Source: an optimization exercise on an open RTL-to-GDS flow (aim: small area, a short achievable clock period and few clock cycles per item). Production flows keep margins and buffers that such runs may drop. Function was not checked in any run shown here: the RTL went through the layout flow alone. Power and IR drop assume default switching activity.

<file path="flow/run.sh">
#!/bin/bash
# synth_recipe.tcl (not shown) runs the flow's synth.tcl, then flattens the netlist and writes it again
# the make line also repeats each setting of config.mk as NAME=value (left out here)
make -C /OpenROAD-flow-scripts/flow DESIGN_CONFIG=/design/flow/config.mk WORK_HOME=/design/flow/orfs CLKGATE_MAP_FILE= SYNTH_SCRIPT=/design/flow/synth_recipe.tcl finish
</file>
<file path="flow/config.mk">
export PLATFORM = sky130hd
export DESIGN_NAME = source_text_tokenizer
export DESIGN_NICKNAME = source_text_tokenizer
export VERILOG_FILES = /design/flow/design.v
export SDC_FILE = /design/flow/constraint.sdc
export NUM_CORES = 4
export LEC_CHECK = 0
export CAP_MARGIN = 20
export CORE_MARGIN = 2
export CORE_UTILIZATION = 40
export SLEW_MARGIN = 20
</file>
<file path="flow/constraint.sdc">
create_clock -name core_clock -period 5.0 [get_ports {clk_i}]
set_input_delay 1.0000 -clock core_clock [delete_from_list [all_inputs] [get_ports {clk_i}]]
set_output_delay 1.0000 -clock core_clock [all_outputs]
set_load 0.01 [all_outputs]
</file>
<file path="flow/design.v">
package stt_pkg;
  localparam int unsigned LineBits   = 16;
  localparam int unsigned ColBits    = 16;
  localparam int unsigned OffsetBits = 32;
  localparam int unsigned LengthBits = 16;
  localparam int unsigned KindBits   = 5;
  typedef logic [LineBits-1:0]   line_t;
  typedef logic [ColBits-1:0]    col_t;
  typedef logic [OffsetBits-1:0] offset_t;
  typedef logic [LengthBits-1:0] length_t;
  localparam logic [7:0] ChNul   = 8'h00;
  localparam logic [7:0] ChTab   = 8'h09;
  localparam logic [7:0] ChLf    = 8'h0A;
  localparam logic [7:0] ChCr    = 8'h0D;
  localparam logic [7:0] ChSpace = 8'h20;
  localparam logic [7:0] ChBang  = 8'h21;
  localparam logic [7:0] ChDot   = 8'h2E;
  localparam logic [7:0] ChEq    = 8'h3D;
  localparam logic [7:0] ChUnder = 8'h5F;
  typedef enum logic [KindBits-1:0] {
    TK_ILLEGAL  = 5'd0,
    TK_EOF      = 5'd1,
    TK_IDENT    = 5'd2,
    TK_INT      = 5'd3,
    TK_DOUBLE   = 5'd4,
    TK_ASSIGN   = 5'd5,
    TK_EQ       = 5'd6,
    TK_BANG     = 5'd7,
    TK_NOT_EQ   = 5'd8,
    TK_PLUS     = 5'd9,
    TK_MINUS    = 5'd10,
    TK_ASTERISK = 5'd11,
    TK_SLASH    = 5'd12,
    TK_MODULO   = 5'd13,
    TK_SEMI     = 5'd14,
    TK_LPAREN   = 5'd15,
    TK_RPAREN   = 5'd16,
    TK_COMMA    = 5'd17,
    TK_LBRACE   = 5'd18,
    TK_RBRACE   = 5'd19,
    TK_LT       = 5'd20,
    TK_GT       = 5'd21
  } token_kind_e;
  typedef enum logic [2:0] {
    MODE_IDLE   = 3'd0,
    MODE_IDENT  = 3'd1,
    MODE_NUM    = 3'd2,
    MODE_NUMDOT = 3'd3,
    MODE_EQ     = 3'd4,
    MODE_BANG   = 3'd5
  } scan_mode_e;
  typedef struct packed {
    token_kind_e kind;
    line_t       line;
    col_t        col;
    offset_t     offset;
    length_t     len;
    logic        last;
  } tok_t;
  function automatic logic is_alpha(input logic [7:0] c);
    is_alpha = ((c >= 8'h61 && c <= 8'h7A) || (c >= 8'h41 && c <= 8'h5A) || (c == stt_pkg::ChUnder));
  endfunction
  function automatic logic is_digit(input logic [7:0] c);
    is_digit = (c >= 8'h30 && c <= 8'h39);
  endfunction
  function automatic logic is_space(input logic [7:0] c);
    is_space = ((c == stt_pkg::ChSpace) || (c == stt_pkg::ChTab) || (c == stt_pkg::ChLf) || (c == stt_pkg::ChCr));
  endfunction
  function automatic token_kind_e single_kind(input logic [7:0] c);
    token_kind_e k;
    unique case (c)
      8'h2B:   k = stt_pkg::TK_PLUS;
      8'h2D:   k = stt_pkg::TK_MINUS;
      8'h2A:   k = stt_pkg::TK_ASTERISK;
      8'h2F:   k = stt_pkg::TK_SLASH;
      8'h25:   k = stt_pkg::TK_MODULO;
      8'h3B:   k = stt_pkg::TK_SEMI;
      8'h28:   k = stt_pkg::TK_LPAREN;
      8'h29:   k = stt_pkg::TK_RPAREN;
      8'h2C:   k = stt_pkg::TK_COMMA;
      8'h7B:   k = stt_pkg::TK_LBRACE;
      8'h7D:   k = stt_pkg::TK_RBRACE;
      8'h3C:   k = stt_pkg::TK_LT;
      8'h3E:   k = stt_pkg::TK_GT;
      default: k = stt_pkg::TK_ILLEGAL;
    endcase
    single_kind = k;
  endfunction
  localparam int unsigned TokBits = KindBits + LineBits + ColBits + OffsetBits + LengthBits + 1;
  function automatic logic [TokBits-1:0] mk_tok(input token_kind_e kind, input line_t line,
                                                input col_t col, input offset_t offset,
                                                input length_t len);
    mk_tok = {kind, line, col, offset, len, 1'b0};
  endfunction
endpackage
module source_text_tokenizer (
  input  logic                             clk_i,
  input  logic                             rst_ni,
  input  logic                             txt_valid_i,
  output logic                             txt_ready_o,
  input  logic [7:0]                       txt_char_i,
  input  logic                             txt_end_i,
  output logic                             tok_valid_o,
  input  logic                             tok_ready_i,
  output logic [stt_pkg::KindBits-1:0]     tok_kind_o,
  output logic [stt_pkg::LineBits-1:0]     tok_line_o,
  output logic [stt_pkg::ColBits-1:0]      tok_col_o,
  output logic [stt_pkg::OffsetBits-1:0]   tok_offset_o,
  output logic [stt_pkg::LengthBits-1:0]   tok_length_o,
  output logic                             tok_last_o
);
  typedef struct packed {
    logic       e;
    logic       al;
    logic       dg;
    logic       dt;
    logic       eq;
    logic       bg;
    logic       lf;
    logic       sg;
    logic [4:0] sk;
  } cls_t;
  function automatic cls_t classify(input logic [7:0] c, input logic end_i);
    cls_t r;
    logic e;
    e    = end_i || (c == stt_pkg::ChNul);
    r.e  = e;
    r.al = !e && stt_pkg::is_alpha(c);
    r.dg = !e && stt_pkg::is_digit(c);
    r.dt = !e && (c == stt_pkg::ChDot);
    r.eq = !e && (c == stt_pkg::ChEq);
    r.bg = !e && (c == stt_pkg::ChBang);
    r.lf = !e && (c == stt_pkg::ChLf);
    r.sg = !e && !stt_pkg::is_alpha(c) && !stt_pkg::is_digit(c) && !stt_pkg::is_space(c) &&
           (c != stt_pkg::ChEq) && (c != stt_pkg::ChBang);
    r.sk = stt_pkg::single_kind(c);
    classify = r;
  endfunction
  logic cur_vld_q, skd_vld_q;
  cls_t cur_q, skd_q, in_cls;
  stt_pkg::scan_mode_e mode_q;
  stt_pkg::line_t      line_q;
  stt_pkg::col_t       col_q, tsc_q;
  stt_pkg::offset_t    off_q, tso_q;
  stt_pkg::length_t    run_q;
  logic                seen_q;
  logic                ph_q;      
  logic m_ident, m_num, m_numdot, m_eq, m_bang;
  logic absorbed, a_ex, c_ex, c_idle, special;
  logic sp_x, take, last, consume, step, cur_free, in_xfer;
  logic adv, two, lf_adv;
  assign m_ident  = (mode_q == stt_pkg::MODE_IDENT);
  assign m_num    = (mode_q == stt_pkg::MODE_NUM);
  assign m_numdot = (mode_q == stt_pkg::MODE_NUMDOT);
  assign m_eq     = (mode_q == stt_pkg::MODE_EQ);
  assign m_bang   = (mode_q == stt_pkg::MODE_BANG);
  assign absorbed = (m_ident && cur_q.al) || (m_num && (cur_q.dg || (cur_q.dt && !seen_q))) ||
                    (m_numdot && cur_q.dg) || ((m_eq || m_bang) && cur_q.eq);
  assign a_ex    = (m_ident && !cur_q.al) || (m_num && !absorbed) || (m_numdot && !cur_q.dg) ||
                   m_eq || m_bang;
  assign c_idle  = cur_q.e || cur_q.sg;
  assign c_ex    = cur_q.e || (cur_q.sg && !absorbed);
  assign special = m_numdot && !cur_q.dg;
  always_comb begin
    tok_valid_o  = 1'b0;
    tok_kind_o   = stt_pkg::TK_ILLEGAL;
    tok_line_o   = line_q;
    tok_col_o    = col_q;
    tok_offset_o = off_q;
    tok_length_o = cur_q.e ? stt_pkg::length_t'(0) : stt_pkg::length_t'(1);
    tok_last_o   = 1'b1;
    if (special) begin
      tok_valid_o = cur_vld_q;
      if (!ph_q) begin
        tok_kind_o   = stt_pkg::TK_INT;
        tok_col_o    = tsc_q;
        tok_offset_o = tso_q;
        tok_length_o = run_q;
        tok_last_o   = 1'b0;
      end else begin
        tok_kind_o   = stt_pkg::TK_ILLEGAL;
        tok_col_o    = (col_q == 16'hFFFE) ? 16'hFFFF : col_q;
        tok_offset_o = (off_q == 32'hFFFF_FFFE) ? 32'hFFFF_FFFF : off_q;
        tok_length_o = stt_pkg::length_t'(1);
        tok_last_o   = !c_idle;
      end
    end else if (a_ex && !ph_q) begin
      tok_valid_o  = cur_vld_q;
      tok_col_o    = tsc_q;
      tok_offset_o = tso_q;
      tok_length_o = run_q;
      tok_last_o   = !c_ex;
      unique case (mode_q)
        stt_pkg::MODE_IDENT: tok_kind_o = stt_pkg::TK_IDENT;
        stt_pkg::MODE_NUM:   tok_kind_o = seen_q ? stt_pkg::TK_DOUBLE : stt_pkg::TK_INT;
        stt_pkg::MODE_EQ: begin
          tok_kind_o   = cur_q.eq ? stt_pkg::TK_EQ : stt_pkg::TK_ASSIGN;
          tok_length_o = cur_q.eq ? stt_pkg::length_t'(2) : stt_pkg::length_t'(1);
        end
        default: begin
          tok_kind_o   = cur_q.eq ? stt_pkg::TK_NOT_EQ : stt_pkg::TK_BANG;
          tok_length_o = cur_q.eq ? stt_pkg::length_t'(2) : stt_pkg::length_t'(1);
        end
      endcase
    end else if (c_ex) begin
      tok_valid_o = cur_vld_q;
      tok_kind_o  = cur_q.e ? stt_pkg::TK_EOF : stt_pkg::token_kind_e'(cur_q.sk);
    end
  end
  assign take     = tok_valid_o && tok_ready_i;
  assign last     = tok_last_o;
  assign sp_x     = !(cur_q.e || cur_q.al || cur_q.dg || cur_q.eq || cur_q.bg || cur_q.sg);
  assign step     = special && ph_q && take && !sp_x;
  assign consume  = cur_vld_q && (special ? (ph_q && take && sp_x) : (!tok_valid_o || (take && last)));
  assign cur_free = !cur_vld_q || consume;
  assign txt_ready_o = !skd_vld_q;
  assign in_xfer     = txt_valid_i && !skd_vld_q;
  assign in_cls      = classify(txt_char_i, txt_end_i);
  assign adv    = step || (consume && !cur_q.e && !(m_num && cur_q.dt && !seen_q));
  assign two    = consume && m_numdot;
  assign lf_adv = consume && cur_q.lf;
  always_ff @(posedge clk_i or negedge rst_ni) begin
    if (!rst_ni) begin
      cur_vld_q <= 1'b0;
      skd_vld_q <= 1'b0;
      ph_q      <= 1'b0;
      mode_q    <= stt_pkg::MODE_IDLE;
      line_q    <= stt_pkg::line_t'(1);
      col_q     <= stt_pkg::col_t'(1);
      off_q     <= '0;
      tsc_q     <= stt_pkg::col_t'(1);
      tso_q     <= '0;
      run_q     <= '0;
      seen_q    <= 1'b0;
    end else begin
      if (cur_free) begin
        if (skd_vld_q) begin
          cur_vld_q <= 1'b1;
          skd_vld_q <= 1'b0;
        end else begin
          cur_vld_q <= in_xfer;
        end
      end else if (in_xfer) begin
        skd_vld_q <= 1'b1;
      end
      if (consume || step) begin
        ph_q <= 1'b0;
      end else if (take) begin
        ph_q <= 1'b1;
      end
      if (adv) begin
        off_q <= (off_q == '1) ? off_q :
                 (two && off_q == 32'hFFFF_FFFE) ? 32'hFFFF_FFFF : off_q + (two ? 32'd2 : 32'd1);
        if (lf_adv) begin
          line_q <= (line_q == '1) ? line_q : line_q + 1'b1;
          col_q  <= stt_pkg::col_t'(1);
        end else begin
          col_q <= (col_q == '1) ? col_q :
                   (two && col_q == 16'hFFFE) ? 16'hFFFF : col_q + (two ? 16'd2 : 16'd1);
        end
      end
      if (step) begin
        mode_q <= stt_pkg::MODE_IDLE;
      end else if (consume) begin
        if (cur_q.e) begin
          mode_q <= stt_pkg::MODE_IDLE;
          seen_q <= 1'b0;
        end else if (absorbed) begin
          if (m_ident || (m_num && cur_q.dg)) begin
            run_q <= (run_q == '1) ? run_q : run_q + 1'b1;
          end else if (m_num) begin
            mode_q <= stt_pkg::MODE_NUMDOT;
          end else if (m_numdot) begin
            mode_q <= stt_pkg::MODE_NUM;
            seen_q <= 1'b1;
            run_q  <= (run_q == '1) ? run_q :
                      (run_q == 16'hFFFE) ? 16'hFFFF : run_q + 16'd2;
          end else begin
            mode_q <= stt_pkg::MODE_IDLE;
          end
        end else if (cur_q.al || cur_q.dg || cur_q.eq || cur_q.bg) begin
          tsc_q  <= col_q;
          tso_q  <= off_q;
          run_q  <= stt_pkg::length_t'(1);
          seen_q <= 1'b0;
          mode_q <= cur_q.al ? stt_pkg::MODE_IDENT :
                    cur_q.dg ? stt_pkg::MODE_NUM :
                    cur_q.eq ? stt_pkg::MODE_EQ : stt_pkg::MODE_BANG;
        end else begin
          mode_q <= stt_pkg::MODE_IDLE;
        end
      end
    end
  end
  always_ff @(posedge clk_i) begin
    if (cur_free) begin
      cur_q <= skd_vld_q ? skd_q : in_cls;
    end
    if (in_xfer && !cur_free) begin
      skd_q <= in_cls;
    end
  end
endmodule
</file>
==> reports/summary.txt, run 1 <==
====================================================================================================
Antenna diodes                                                                                     0
R2r worst-path depth                                                                              12
Total vias in the final route                                                                  8,415
Final RePlAce weighted congestion                                                              0.927
Post-synthesis cell count                                                                      1,091
Post-layout min period                                                                       4.69 ns
Worst hold path depth                                                                              1
Share of the synthesized netlist area taken by xor and xnor gates                              2.40%
Worst-case hold slack                                                                       0.491 ns
Crit-path max FO                                                                                  22
Largest family of logic cells by synthesized area                                       simple AND/OR/NAND/NOR gates
Final number of max-transition violations                                                          0
Arr. time, crit path                                                                         3.69 ns
Critical path class                                                                       reg -> out
Fraction of the mapped netlist area in adder cells                                             1.52%
Global-route wire length before repair                                                     42,500 µm
Total nets after synthesis                                                                     1,114
Top cell type by total area after synthesis                                             sky130_fd_sc_hd__dfrtp_1
Fraction of registers with async set/reset                                                     83.9%
Average wire per standard cell                                                               17.4 µm
List of most frequent post-synthesis cells                                              sky130_fd_sc_hd__nand2_1, sky130_fd_sc_hd__dfrtp_1, sky130_fd_sc_hd__a21oi_1, sky130_fd_sc_hd__o21ai_0, sky130_fd_sc_hd__nor2_1
CTS H-tree depth                                                                                   4
Internal power component                                                                     3.36 mW
Maximum capacitance violations                                                                     0
HPWL Detailed                                                                              18,200 µm
Fin Clk Skew                                                                              0.00976 ns
Final Hold Vio Count                                                                               0
Static power due to leakage                                                                  4.93 nW
Remaining antenna violation count after routing                                                    0
Critical Path Source Type                                                                   register
Count of hold-fix buffers inserted at cts                                                          0
Clock-pin slew reported for the worst setup and hold paths after clock tree synthesis        0.06 ns
Power share of the combinational group                                                         42.7%
Worst slack after detailed placement                                                        0.488 ns
Number of storage elements in the synthesis netlist                                              161
IO Port Bufs                                                                                     100
Layout overhead on the synthesized area                                                        18.9%
Count of pins on the block boundary                                                              101
Portion of the clock cycle consumed by the worst path in the final layout                      93.7%
Share of Yosys cell area claimed by the top area cell type                                     33.5%
Portion of total power attributed to sequential cells                                          33.2%
Fin area                                                                                  11,700 µm²
Clock root buffer master                                                                sky130_fd_sc_hd__clkbuf_16
Worst-case headroom to the max-slew limit                                                      30.1%
Share of the yosys chip area belonging to registers                                            42.2%
Netlist cell types                                                                                85
Clock tree buffer depth                                                                            2
Summed negative setup slack over all endpoints                                                  0 ns
Cts repair resizes                                                                                 0
Power per cell area                                                                       488 nW/µm²
RSZ-0062 raised after global routing                                                              no
Required time reported for the critical path endpoint                                        4.00 ns
# nets final                                                                                   1,183
Global route overflow                                                                              0
Count of warnings emitted by yosys                                                                 1
Number of buffers inserted to repair setup after CTS                                               0
DRC marker count from the first detailed-route iteration                                         675
Insertion delay to the later sink of the worst-skew pair                                     0.43 ns
Count of TritonRoute iterations in the first routing pass                                          5
Clock tree from TritonCTS                                                                        yes
CTS Sinks                                                                                        161
Worst hold path class                                                                     reg -> reg
Simple-gate portion of the synthesized area                                                    25.5%
Num rows                                                                                          57
Floorplan core area                                                                       24,200 µm²
Count of placed standard cells in the final layout, fillers left out                           1,497
DRC                                                                                                0
Average via count per standard cell                                                             5.62
Clock network power share                                                                      24.1%
Pin slew with the least headroom to its limit                                                1.05 ns
Reported net switching power                                                                 2.36 mW
Leading post-synthesis cells by cell area                                               sky130_fd_sc_hd__dfrtp_1, sky130_fd_sc_hd__nand2_1, sky130_fd_sc_hd__edfxtp_1, sky130_fd_sc_hd__mux2_2, sky130_fd_sc_hd__a21oi_1
Complex-gate fraction of the synthesized area                                                  15.8%
Switching power as a share of total power                                                      41.3%
Vias in the first global route                                                                 7,910
Main flop type after synthesis                                                          sky130_fd_sc_hd__dfrtp_1
Global-route usage over all layers                                                             20.2%
Endpoint kind of the worst setup timing path                                             output port
Post-synth design cell area                                                                 9860 µm²
Total routed wirelength                                                                    26,000 µm
Die Y                                                                                         161 µm
Share of final-layout standard cells stronger than drive strength 1                            12.6%
DIE AREA                                                                                  25,900 µm²
Final Setup Violations                                                                             0
Multiplexer area fraction after synthesis                                                      8.26%
Maximum clock rate                                                                           213 MHz
Final setup margin                                                                          0.313 ns
Result of the run                                                   no timing/DRC/antenna violations
Starting density of the core                                                                   40.7%
Die X-Extent                                                                                  161 µm
Placed inst area                                                                          11,100 µm²
Maximum number of pins on one net before global-route repair                                      68
Cells after DPL                                                                                1,465
CTS Buf Count                                                                                     17
Top-count cell post-synth                                                               sky130_fd_sc_hd__nand2_1
Antenna violations before repair                                                                   0
Max rail drop VDD                                                                           0.266 mV
Mean instance size in the synthesized netlist                                               9.04 µm²
Fill cell total of the finished layout                                                         2,318
Number of flops mapped to enable cells by yosys                                                   26
====================================================================================================
==> flip-flops by register name, indices dropped and copies added (netlist names) <==
name,cells
off_q,32
tsc_q,16
cur_vld_q,1
skd_q,13
mode_q,3
seen_q,1
tso_q,32
ph_q,1
line_q,16
cur_q,13
col_q,16
skd_vld_q,1
run_q,16
==> metrics by stage <==
step	utilization (%)	power, mW
after floorplan	-	3.46
final	48.4	5.72
after global routing	48.4	6.06
after detailed placement	45.8	4.35
after global placement	45.8	4.33
after CTS	48.4	5.75
==> power by group through the flow <==
stage | clock network, mW | registers (mW) | logic (mW)
floorplan | 0 | 1.76 | 1.70
global placement | 0 | 1.91 | 2.42
detailed placement | 0 | 1.92 | 2.44
CTS | 1.41 | 1.89 | 2.45
global route | 1.46 | 1.95 | 2.66
finish | 1.38 | 1.90 | 2.44
==> final timing paths <==
kind / from / endpoint / slack, ns
worst max-delay path: mode_q[0] / tok_kind_o[2] / 0.31
worst min-delay path: line_q[5] / line_q[5] / 0.49
worst max register to register: mode_q[0] / off_q[12] / 0.66
worst min register to register: line_q[5] / line_q[5] / 0.49
max in group asynchronous: rst_ni / ph_q / 3.43
min in group asynchronous: rst_ni / tsc_q[10] / 0.57
==> metal layers <==
metal	global-route usage (%)	up-vias	wire length, µm
met5	0	-	0
met4	5.68	0	408
met3	3.08	30	1040
met2	33.0	216	12400
met1	27.9	4078	12100
li1	-	4091	-
==> layout by cell type, fill, tap and decap left out, drive strengths merged, types with 8 or more instances in the layout <==
master / netlist / final
a31oi: 12 / 12
a21oi: 79 / 79
nor3: 27 / 27
a21o: 9 / 9
clkbuf: 44 / 19
clkinv: 0 / 8
xnor2: 21 / 21
clkdlybuf4s50: 0 / 99
edfxtp: 26 / 26
dfrtp: 132 / 132
inv: 23 / 24
and2: 9 / 9
o31ai: 8 / 8
nand2b: 14 / 14
o21ai: 58 / 58
and3: 32 / 32
ha: 8 / 8
nand4: 28 / 28
nor2: 53 / 53
nand3: 41 / 41
buf: 25 / 20
mux2: 63 / 63
or3: 11 / 11
nor4: 18 / 18
nand2: 216 / 216
a211oi: 8 / 8
==> worst max-delay path: stages (launching register included) <==
cell,delay [ns]
sky130_fd_sc_hd__dfrtp_1,0.78
sky130_fd_sc_hd__nor3b_4,0.14
sky130_fd_sc_hd__o31ai_1,0.36
sky130_fd_sc_hd__nand2_1,0.27
sky130_fd_sc_hd__or2_2,0.57
sky130_fd_sc_hd__a211oi_1,0.35
sky130_fd_sc_hd__a21oi_1,0.08
sky130_fd_sc_hd__nor2_1,0.15
sky130_fd_sc_hd__clkdlybuf4s50_1,0.56
==> final cells by class <==
type | count | area [µm²] | area share, %
clock inverters | 13 | 158 | 1.34
inverters | 23 | 86.3 | 0.736
repair buffers | 119 | 1160 | 9.86
clock buffers | 19 | 464 | 3.96
multi-input cells | 838 | 5300 | 45.2
flip-flops and latches | 161 | 4160 | 35.5
well taps | 324 | 405 | 3.46
==> cell families (layout without fill, tap and decap cells) <==
kind of cell             after synthesis  count (layout)
AO/OA/AOI/OAI                        235             235
XOR/XNOR                              27              27
adder cells (fa/ha/maj)               11              11
buffers and inverters                 92             174
flip-flops                           161             161
multiplexers                          66              66
AND/OR/NAND/NOR                      499             499
==> inputs of run 2 (changes only) <==
--- a/flow/config.mk
+++ b/flow/config.mk
@@ -5,7 +5,9 @@
 export SDC_FILE = /design/flow/constraint.sdc
 export NUM_CORES = 4
 export LEC_CHECK = 0
+export ABC_CLOCK_PERIOD_IN_PS = 2500
 export CAP_MARGIN = 20
 export CORE_MARGIN = 2
 export CORE_UTILIZATION = 40
+export SETUP_SLACK_MARGIN = 2
 export SLEW_MARGIN = 20
==> reports/summary.txt, run 2 <==
====================================================================================================
Post-synthesis cell count                                                                      1,091
DRC                                                                                                0
Average via count per standard cell                                                             5.94
Summed negative setup slack over all endpoints                                                  0 ns
R2R Path Start                                                                             mode_q[1]
Pin slew with the least headroom to its limit                                                1.08 ns
Leading cell types in the layout, fill and taps excluded                                sky130_fd_sc_hd__nand2_1, sky130_fd_sc_hd__dfrtp_1, sky130_fd_sc_hd__buf_4, sky130_fd_sc_hd__buf_6, sky130_fd_sc_hd__a21oi_1
Total routed wirelength                                                                    33,600 µm
HPWL Detailed                                                                              18,100 µm
Share of final-layout standard cells stronger than drive strength 1                            47.1%
CTS Buf Count                                                                                     17
Final setup margin                                                                           1.44 ns
RSZ-0062 raised after global routing                                                             yes
Count of warnings emitted by yosys                                                                 1
Worst hold path class                                                                     reg -> reg
Arr. time, crit path                                                                         3.93 ns
Share of the yosys chip area belonging to registers                                            42.2%
Clock tree from TritonCTS                                                                        yes
Result of the run                                                   no timing/DRC/antenna violations
Maximum number of pins on one net before global-route repair                                      60
Endpoint kind of the worst setup timing path                                                register
Post-layout min period                                                                       3.56 ns
Top-count cell post-synth                                                               sky130_fd_sc_hd__nand2_1
Fill cell total of the finished layout                                                         1,905
Die Y                                                                                         161 µm
Worst setup path startpoint                                                                mode_q[1]
Mean instance size in the synthesized netlist                                               9.04 µm²
Remaining antenna violation count after routing                                                    0
Max rail drop VDD                                                                           0.274 mV
Placed inst area                                                                          11,300 µm²
Cells after DPL                                                                                1,464
DRC marker count from the first detailed-route iteration                                         962
Clock-pin slew reported for the worst setup and hold paths after clock tree synthesis        0.07 ns
CTS H-tree depth                                                                                   4
Fin Clk Skew                                                                               0.0113 ns
Total nets after synthesis                                                                     1,114
Leading post-synthesis cells by cell area                                               sky130_fd_sc_hd__dfrtp_1, sky130_fd_sc_hd__nand2_1, sky130_fd_sc_hd__edfxtp_1, sky130_fd_sc_hd__mux2_2, sky130_fd_sc_hd__a21oi_1
CTS Sinks                                                                                        161
Share of Yosys cell area claimed by the top area cell type                                     33.5%
Worst setup path endpoint                                                                  off_q[12]
DIE AREA                                                                                  25,900 µm²
Floorplan core area                                                                       24,200 µm²
Required time reported for the critical path endpoint                                        5.37 ns
Vias in the first global route                                                                 8,980
Commonest non-fill, non-tap cell in the layout                                          sky130_fd_sc_hd__nand2_1
Clock tree buffer depth                                                                            2
Maximum capacitance violations                                                                     0
Crit-path max FO                                                                                   6
Critical Path Source Type                                                                   register
IO Port Bufs                                                                                     100
Portion of the clock cycle consumed by the worst path in the final layout                      71.3%
Final number of max-transition violations                                                          0
Final Hold Vio Count                                                                               0
Final Setup Violations                                                                             0
Global-route usage over all layers                                                             23.9%
Static power due to leakage                                                                  6.49 nW
Netlist cell types                                                                                85
Largest registers                                                                       off_q x32, tso_q x32
Layout overhead on the synthesized area                                                        49.9%
Clock root buffer master                                                                sky130_fd_sc_hd__clkbuf_16
Worst-case headroom to the max-slew limit                                                      27.4%
Fin area                                                                                  14,800 µm²
Count of pins on the block boundary                                                              101
R2r worst-path depth                                                                              17
Critical path class                                                                       reg -> reg
Maximum clock rate                                                                           281 MHz
Global-route wire length before repair                                                     49,700 µm
Num rows                                                                                          57
Post-synth design cell area                                                                 9860 µm²
Main flop type after synthesis                                                          sky130_fd_sc_hd__dfrtp_1
Number of flops mapped to enable cells by yosys                                                   26
# nets final                                                                                   1,343
Worst slack after detailed placement                                                        0.697 ns
Count of TritonRoute iterations in the first routing pass                                          7
Antenna violations before repair                                                                   1
Hold Startpoint                                                                            line_q[5]
Top cell type by total area after synthesis                                             sky130_fd_sc_hd__dfrtp_1
List of most frequent post-synthesis cells                                              sky130_fd_sc_hd__nand2_1, sky130_fd_sc_hd__dfrtp_1, sky130_fd_sc_hd__a21oi_1, sky130_fd_sc_hd__o21ai_0, sky130_fd_sc_hd__nor2_1
Utilization of the core after routing                                                          61.0%
Count of placed standard cells in the final layout, fillers left out                           1,657
Starting density of the core                                                                   40.7%
Antenna diodes                                                                                     0
Fraction of registers with async set/reset                                                     83.9%
Total vias in the final route                                                                  9,843
Global route overflow                                                                              0
Die X-Extent                                                                                  161 µm
Average wire per standard cell                                                               20.3 µm
Number of storage elements in the synthesis netlist                                              161
Worst flop-to-flop path endpoint                                                           off_q[12]
Register-to-register setup slack                                                             1.44 ns
Final RePlAce weighted congestion                                                              0.891
Insertion delay to the later sink of the worst-skew pair                                     0.44 ns
Power per cell area                                                                       538 nW/µm²
====================================================================================================
-- run 2: power breakdown --
group	switching (mW)	internal, mW	total, mW
clock	0.574	0.788	1.36
sequential	0.320	1.59	1.91
combinational	2.47	2.21	4.68
total	3.36	4.59	7.95
-- run 2: cell type report --
class / count / area, µm² / area share [%]
clock inverter: 13 / 161 / 1.09
tap: 324 / 405 / 2.74
sequential: 161 / 4190 / 28.3
inverter: 23 / 95.1 / 0.643
clock buffer: 19 / 433 / 2.93
timing repair buffer: 279 / 2830 / 19.2
multi-input combinational: 838 / 6670 / 45.1
-- run 2: per-stage QoR --
stage                     hold WS (ns)  power, mW
after floorplan                  0.479       3.52
after global placement           0.476       4.38
after detailed placement         0.487       4.40
after CTS                        0.499       7.14
after global routing             0.518       8.27
final                            0.491       7.95
-- run 2: what timing repair did --
action                     CTS  global route
buffers inserted           105            45
gates cloned                10             1
gates resized for setup    524           199
setup endpoints to repair  194           138
pin swaps                   98           100
hold buffers                 0             0
-- run 2: worst min path at each step --
stage                             to  slack [ns]  depth (start not counted)
after floorplan            tsc_q[15]        0.48                          1
after global placement     line_q[6]        0.48                          1
after detailed placement  line_q[12]        0.49                          1
after CTS                 line_q[15]        0.50                          1
after global routing       line_q[9]        0.52                          1
final                      line_q[5]        0.49                          1
-- run 2: layer usage --
| metal | global-route usage (%) | vias to the layer above | share of wire [%] |
|---|---|---|---|
| li1 | - | 4432 | - |
| met4 | 6.90 | 2 | 2.9 |
| met5 | 0 | - | 0.021 |
| met2 | 38.4 | 477 | 49 |
| met3 | 4.24 | 91 | 6.6 |
| met1 | 33.2 | 4841 | 42 |
-- run 2: cells by family after synthesis --
family                     Yosys count  share of synthesized area [%]
AOI/OAI and AO/OA                  235                           15.8
xor gates and xnor gates            27                           2.40
adders and majority gates           11                           1.52
buffers and inverters               92                           4.27
DFF                                161                           42.2
muxes                               66                           8.26
and+or+nand+nor                    499                           25.5
-- run 2: worst max-delay path: stages (launching register included) --
cell and delay [ns]:
sky130_fd_sc_hd__dfrtp_2 0.47, sky130_fd_sc_hd__buf_6 0.14, sky130_fd_sc_hd__buf_4 0.13, sky130_fd_sc_hd__nor4b_4 0.25, sky130_fd_sc_hd__nand3_2 0.14, sky130_fd_sc_hd__buf_6 0.16
sky130_fd_sc_hd__a31oi_4 0.16, sky130_fd_sc_hd__o31a_4 0.21, sky130_fd_sc_hd__nor2_4 0.06, sky130_fd_sc_hd__inv_4 0.09, sky130_fd_sc_hd__ha_4 0.15, sky130_fd_sc_hd__inv_2 0.04
sky130_fd_sc_hd__fa_2 0.39, sky130_fd_sc_hd__nor2_4 0.11, sky130_fd_sc_hd__o211ai_1 0.16, sky130_fd_sc_hd__or3_4 0.44, sky130_fd_sc_hd__or3_1 0.32, sky130_fd_sc_hd__nand3_1 0.09
==> inputs of run 3 (changes only) <==
--- a/flow/config.mk
+++ b/flow/config.mk
@@ -9,5 +9,5 @@
 export CAP_MARGIN = 20
 export CORE_MARGIN = 2
 export CORE_UTILIZATION = 40
-export SETUP_SLACK_MARGIN = 2
+export SETUP_SLACK_MARGIN = 2.5
 export SLEW_MARGIN = 20
==> reports/summary.txt, run 3 <==
====================================================================================================
Result of the run                                                   no timing/DRC/antenna violations
HPWL Detailed                                                                              18,100 µm
Summed negative setup slack over all endpoints                                                  0 ns
Starting density of the core                                                                   40.7%
Num rows                                                                                          57
Multiplexer area fraction after synthesis                                                      8.26%
Count of TritonRoute iterations in the first routing pass                                          6
Number of flops mapped to enable cells by yosys                                                   26
Netlist cell types                                                                                85
Count of warnings emitted by yosys                                                                 1
Post-synthesis cell count                                                                      1,091
Fraction of the mapped netlist area in adder cells                                             1.52%
Total routed wirelength                                                                    35,100 µm
Critical Path Source Type                                                                   register
Post-synth design cell area                                                                 9860 µm²
Layout overhead on the synthesized area                                                        61.6%
Max rail drop VDD                                                                           0.322 mV
Post-layout min period                                                                       3.56 ns
Complex-gate fraction of the synthesized area                                                  15.8%
CTS Buf Count                                                                                     17
Global-route usage over all layers                                                             24.9%
CTS Sinks                                                                                        161
Crit-path max FO                                                                                   5
Share of Yosys cell area claimed by the top area cell type                                     33.5%
DIE AREA                                                                                  25,900 µm²
Global route overflow                                                                              0
Fin Clk Skew                                                                               0.0102 ns
List of most frequent post-synthesis cells                                              sky130_fd_sc_hd__nand2_1, sky130_fd_sc_hd__dfrtp_1, sky130_fd_sc_hd__a21oi_1, sky130_fd_sc_hd__o21ai_0, sky130_fd_sc_hd__nor2_1
Floorplan core area                                                                       24,200 µm²
Leading post-synthesis cells by cell area                                               sky130_fd_sc_hd__dfrtp_1, sky130_fd_sc_hd__nand2_1, sky130_fd_sc_hd__edfxtp_1, sky130_fd_sc_hd__mux2_2, sky130_fd_sc_hd__a21oi_1
Top-count cell post-synth                                                               sky130_fd_sc_hd__nand2_1
Leading cell types in the layout, fill and taps excluded                                sky130_fd_sc_hd__buf_4, sky130_fd_sc_hd__buf_6, sky130_fd_sc_hd__dfrtp_1, sky130_fd_sc_hd__nand2_1, sky130_fd_sc_hd__nand2_4
Pin slew with the least headroom to its limit                                                1.06 ns
Total nets after synthesis                                                                     1,114
Global-route wire length before repair                                                     51,300 µm
Static power due to leakage                                                                  6.93 nW
Total vias in the final route                                                                 10,100
Share of the synthesized netlist area taken by xor and xnor gates                              2.40%
DRC marker count from the first detailed-route iteration                                       1,056
Largest registers                                                                       off_q x32, tso_q x32
Final RePlAce weighted congestion                                                              0.873
Critical path class                                                                       reg -> reg
Insertion delay to the later sink of the worst-skew pair                                     0.43 ns
# nets final                                                                                   1,386
Arr. time, crit path                                                                         3.92 ns
Main flop type after synthesis                                                          sky130_fd_sc_hd__dfrtp_1
Average wire per standard cell                                                               20.7 µm
CTS H-tree depth                                                                                   4
IO Port Bufs                                                                                     100
Endpoint kind of the worst setup timing path                                                register
Maximum capacitance violations                                                                     0
Clock tree buffer depth                                                                            2
Commonest non-fill, non-tap cell in the layout                                          sky130_fd_sc_hd__buf_4
Clock root buffer master                                                                sky130_fd_sc_hd__clkbuf_16
Mean instance size in the synthesized netlist                                               9.04 µm²
Clock tree from TritonCTS                                                                        yes
Required time reported for the critical path endpoint                                        5.36 ns
Clock-pin slew reported for the worst setup and hold paths after clock tree synthesis        0.07 ns
Final number of max-transition violations                                                          0
Power per cell area                                                                       557 nW/µm²
Antenna diodes                                                                                     0
DRC                                                                                                0
Remaining antenna violation count after routing                                                    0
Maximum number of pins on one net before global-route repair                                      61
Die Y                                                                                         161 µm
Worst-case hold slack                                                                       0.490 ns
Worst-case headroom to the max-slew limit                                                      28.5%
Fraction of registers with async set/reset                                                     83.9%
Count of hold-fix buffers inserted at cts                                                          0
Die X-Extent                                                                                  161 µm
Average via count per standard cell                                                             5.93
Share of final-layout standard cells stronger than drive strength 1                            52.9%
RSZ-0062 raised after global routing                                                             yes
Antenna violations before repair                                                                   0
Share of the yosys chip area belonging to registers                                            42.2%
Top cell type by total area after synthesis                                             sky130_fd_sc_hd__dfrtp_1
Portion of the clock cycle consumed by the worst path in the final layout                      71.2%
Largest family of logic cells by synthesized area                                       simple AND/OR/NAND/NOR gates
Maximum clock rate                                                                           281 MHz
Vias in the first global route                                                                 9,387
Number of storage elements in the synthesis netlist                                              161
Final Hold Vio Count                                                                               0
Worst hold path class                                                                     reg -> reg
Simple-gate portion of the synthesized area                                                    25.5%
Count of pins on the block boundary                                                              101
Final Setup Violations                                                                             0
====================================================================================================
-- run 3: cell types whose count changed in the layout (fill, tap and decap cells not counted), moves of 5 or more --
cell and delta:
sky130_fd_sc_hd__buf_4 +25, sky130_fd_sc_hd__buf_16 +6, sky130_fd_sc_hd__buf_2 -23, sky130_fd_sc_hd__buf_6 +20, sky130_fd_sc_hd__buf_8 +6, sky130_fd_sc_hd__nand2_4 +40, sky130_fd_sc_hd__clkdlybuf4s50_1 -6, sky130_fd_sc_hd__nand2_1 -30
sky130_fd_sc_hd__clkbuf_2 +5, sky130_fd_sc_hd__nand2_2 -9, sky130_fd_sc_hd__buf_12 +9
-- run 3: repair_timing --
action | 4_1_cts | 5_1_grt
gates resized for setup | 589 | 169
endpoints found under the setup margin | 250 | 239
buffers inserted | 137 | 49
cloned | 16 | 4
pin swaps | 67 | 95
-- run 3: per-layer routing --
layer	track usage [%]	wire length (µm)
met2	41.4	17300
met4	8.97	1060
met3	4.49	2150
met5	0	0
met1	32.6	14500
-- run 3: area by class of cell --
type                    count  area, µm²
clock inverters             6       85.1
well taps                 324        405
inverters                  23       92.6
flip-flops and latches    161       4200
clock buffers              24        472
repair buffers            322       3560
multi-input cells         838       7130
fillers                  1833       8310
-- run 3: logic make-up (layout without fill, tap and decap cells) --
family | count (synthesis) | count (layout)
buffers and inverters | 92 | 375
multiplexers | 66 | 66
AO/OA/AOI/OAI | 235 | 235
AND/OR/NAND/NOR | 499 | 499
adder cells (fa/ha/maj) | 11 | 11
XOR/XNOR | 27 | 27
flip-flops | 161 | 161
-- run 3: where the power goes --
part | internal, mW | switching [mW] | total [mW]
clock | 0.756 | 0.542 | 1.30
sequential | 1.60 | 0.279 | 1.88
combinational | 2.86 | 2.85 | 5.71
-- run 3: through the flow --
stage	power, mW	util, %	setup WS (ns)	instance area, µm²	instances
after global routing	9.22	65.7	1.36	15900	1698
after floorplan	3.92	-	1.53	10700	1091
after global placement	4.59	48.5	0.739	11800	1462
final	8.89	65.7	1.44	15900	1698
after CTS	7.95	61.3	1.55	14900	1645
after detailed placement	4.61	48.5	0.666	11800	1462
-- run 3: worst paths after layout --
path                           start   endpoint  slack [ns]  cells after the start
hold reg to reg            line_q[5]  line_q[5]        0.49                      1
min in group asynchronous     rst_ni   tsc_q[5]        0.54                      1
setup / recovery           mode_q[0]  off_q[12]        1.44                     13
hold / removal             line_q[5]  line_q[5]        0.49                      1
max in group asynchronous     rst_ni     seen_q        3.46                      2
setup reg to reg           mode_q[0]  off_q[12]        1.44                     13
-- run 3: worst max-delay path, stage by stage (launching register included) --
cell,delay [ns]
sky130_fd_sc_hd__dfrtp_4,0.52
sky130_fd_sc_hd__nor3b_4,0.32
sky130_fd_sc_hd__buf_6,0.16
sky130_fd_sc_hd__nor4b_4,0.05
sky130_fd_sc_hd__a211o_4,0.30
sky130_fd_sc_hd__o31a_4,0.32
sky130_fd_sc_hd__nor2_4,0.18
sky130_fd_sc_hd__inv_4,0.07
sky130_fd_sc_hd__fa_2,0.37
sky130_fd_sc_hd__nor2_4,0.18
sky130_fd_sc_hd__o211ai_1,0.18
sky130_fd_sc_hd__or3_4,0.44
sky130_fd_sc_hd__or3_1,0.31
sky130_fd_sc_hd__nand3_1,0.08

-- afterwards: timing with drivers on the ports --
No port has a modelled driver above. Below, the same layouts with a new extraction and two added sets of constraints.
Step 1 sets driving cells, clkbuf_16 on the clock port and buf_2 on the other inputs (assumed; they add their load-dependent delay and slew).
Step 2 also shifts input and output timing later by t, the mid clock arrival at the registers, as if the neighbouring blocks saw the same clock.
Slacks: ideal ports / drivers / drivers and shift; pairs: ideal ports / drivers.
| run | shift t [ns] | setup WS [ns] | hold slack, ns | worst setup path after step 2 | cell pins on the clock port's net |
|---|---|---|---|---|---|
| run 1 | 0.471 | 0.313 / 0.266 / 0.419 | 0.491 / 0.491 / 0.491 | input to register | 1 |
| run 2 | 0.481 | 1.437 / 1.426 / 1.055 | 0.491 / 0.491 / 0.491 | input to register | 1 |
| run 3 | 0.475 | 1.439 / 1.439 / 1.243 | 0.490 / 0.490 / 0.490 | input to register | 1 |
After both steps every run listed still meets setup and hold. The setup slack of run 2, which loses most, moves by -0.011 ns with the drivers and by -0.382 ns with both steps.
